Background: an optimization exercise with open tools, aiming at small area and a short achievable clock period. Do not read the settings as production practice. The RTL was checked by simulation tests, not by an equivalence proof against the original design. Power figures rest on the tool's default switching activity, not on a simulated workload.

## mini_core
module mini_core
#(
    parameter int WIDTH  = 16,
    parameter int MEM_AW = 4
) (
    input  wire                  clk,
    input  wire                  arst_n,
    input  wire                  word_valid,
    input  wire  [31:0]          word,
    output logic                 busy,
    output logic                 wr_en,
    output logic [REG_AW-1:0]    wr_addr,
    output logic [WIDTH-1:0]     wr_data,
    output logic [NUM_FLAGS-1:0] flags
);
clock: 7.5 ns
lec_check: 0
abc_area: 1
cap_margin: 20
core_margin: 2
core_utilization: 45
cts_cluster_diameter: 100
cts_cluster_size: 30
place_density: 0.6
setup_slack_margin: 5.0
slew_margin: 20
tns_end_percent: 10
run.sh (not shown) runs the stock make flow with config.mk's settings and CLKGATE_MAP_FILE= SYNTH_SCRIPT=/design/flow/synth_recipe.tcl, a recipe that flattens the netlist after the stock synthesis.
==> next run, changes <==
CORE_UTILIZATION = 55   (was 45)
PLACE_DENSITY = 0.65   (was 0.6)
Cell area decreases by 0.87%.
Final cell count goes down by 2.9%.
Clock power goes down by about 8%.
Combinational power came out lower by 7.1%.
Routed wire length went down by 4.5%.
Synthesized area stays the same.
==> next run, changes <==
CORE_UTILIZATION = 45   (was 55)
PLACE_DENSITY = 0.6   (was 0.65)
SETUP_SLACK_MARGIN = 4.8   (was 5.0)
The new run finished with timing, DRC and antenna clean.
Combinational power came out lower by about 4%.
Cell area is lower by 2.7%.
Critical path depth decreases by 11.
Die area came out higher by 22%.
Total power is lower by 1.4%.
Maximum frequency is lower by 3.9%.
==> next run, changes <==
CTS_CLUSTER_DIAMETER = default   (was 100)
CTS_CLUSTER_SIZE = default   (was 30)
SETUP_SLACK_MARGIN = 5.0   (was 4.8)
=>
- hold slack gets worse by 12 ps
- routed wire length climbs by 3.5%
- power rises by 15%
- synthesized area stays the same
- combinational power climbs by 7.1%
- clock skew shrinks by 4.0 ps

* * *

== run 1 ==
Another version of the RTL of mini_core (not shown whole).
Size in the first run: about 2600 cells after synthesis, roughly 440 flip-flops, roughly 60 I/O pins, about 22000 sq um of cells after synthesis.
clock: 7.5 ns
lec_check: 0
abc_area: 1
cap_margin: 20
core_margin: 2
core_utilization: 60
cts_cluster_diameter: 100
cts_cluster_size: 25
place_density: 0.7
setup_slack_margin: 5.0
slew_margin: 20
tns_end_percent: 10
Run 1 went all the way through synthesis, placement and routing and the layout is clean on timing, DRC and antenna.
[inputs] run 2 vs run 1
--- a/flow/config.mk
+++ b/flow/config.mk
@@ -9,8 +9,8 @@
 export CAP_MARGIN = 20
 export CORE_MARGIN = 2
-export CORE_UTILIZATION = 60
-export CTS_CLUSTER_DIAMETER = 100
+export CORE_UTILIZATION = 65
+export CTS_CLUSTER_DIAMETER = 80
 export CTS_CLUSTER_SIZE = 25
-export PLACE_DENSITY = 0.7
+export PLACE_DENSITY = 0.75
 export SETUP_SLACK_MARGIN = 5.0
 export SLEW_MARGIN = 20
Results
- Looking only at die width, and setting everything else aside, the lower value of run 2 and run 1 goes to run 2.
- Delta (run 2 minus run 1): non-clock buffer count higher; non-clock buffering overhead in the final layout rose by 0.34 points.
- [compare] base=run 1 new=run 2: share of cells above drive strength 1 climbed 1.2 points; mapped cell area was more or less identical; number of remaining DRC errors neither gained nor lost much.
Edits applied to the flow inputs when going from run 2 to run 3:
--- a/flow/config.mk
+++ b/flow/config.mk
@@ -9,8 +9,8 @@
 export CAP_MARGIN = 20
 export CORE_MARGIN = 2
-export CORE_UTILIZATION = 65
-export CTS_CLUSTER_DIAMETER = 80
-export CTS_CLUSTER_SIZE = 25
-export PLACE_DENSITY = 0.75
+export CORE_UTILIZATION = 55
+export CTS_CLUSTER_DIAMETER = 100
+export CTS_CLUSTER_SIZE = 30
+export PLACE_DENSITY = 0.65
 export SETUP_SLACK_MARGIN = 5.0
 export SLEW_MARGIN = 20
- The combinational cell power of run 3 and that of run 2 are within noise of each other.
- Number of clock-tree buffers in the layout went down by a little under 10% going from run 2 to run 3.
- On transition at the pin with the smallest max-transition slack, run 2 tracks run 3 almost exactly.
- Compared with run 2, in run 3 utilization has decreased, number of tap cells added at floorplan has increased, post-synthesis to final-layout area growth has decreased.
- Delta (run 3 minus run 2): die area increased 18%; overall power consumption decreased 0.17 mW.
- Diff run 2 -> run 3 | design area | decrease of about 0.4%
- Diff run 2 -> run 3 | number of clock buffers inserted by TritonCTS | decrease of 4
- Sequential share of layout area came out higher on run 3 than on run 2.

==> what the ideal ports hide <==
No port has a modelled driver above. Below, the same layouts with a new extraction and two added sets of constraints. Step 1 (the two cells are an assumption about what drives the block):
set clk [get_ports {clk}]
set_driving_cell -lib_cell sky130_fd_sc_hd__clkbuf_16 $clk
set_driving_cell -lib_cell sky130_fd_sc_hd__buf_2 [delete_from_list [all_inputs] $clk]
Step 2 also shifts input and output timing later by t, the mid clock arrival at the registers, as if the neighbouring blocks saw the same clock. Three values: ideal, step 1, step 2; two values: the first two.
| run | shift t [ns] | slack for setup (ns) | clock arrival spread, ns | worst slew at a driven data input, ns |
|---|---|---|---|---|
| the first run of note 1 | 0.613 | 4.829 / 4.768 / 4.428 | 0.048 / 0.048 | 0.05 |
| the second run of note 1 | 0.609 | 4.833 / 4.810 / 4.311 | 0.039 / 0.039 | 0.06 |
| the third run of note 1 | 0.609 | 4.726 / 4.669 / 4.207 | 0.046 / 0.045 | 0.03 |
| the fourth run of note 1 | 0.653 | 4.840 / 4.780 / 4.374 | 0.043 / 0.044 | 0.05 |
| run 1 | 0.605 | 4.819 / 4.762 / 4.276 | 0.030 / 0.030 | 0.06 |
| run 2 | 0.623 | 4.813 / 4.754 / 4.318 | 0.040 / 0.041 | 0.06 |
| run 3 | 0.619 | 4.819 / 4.761 / 4.271 | 0.024 / 0.024 | 0.06 |
After both steps setup and hold are still met in every run listed. The setup slack of run 3, which loses most, moves by -0.058 ns with the drivers and by -0.548 ns with both steps.
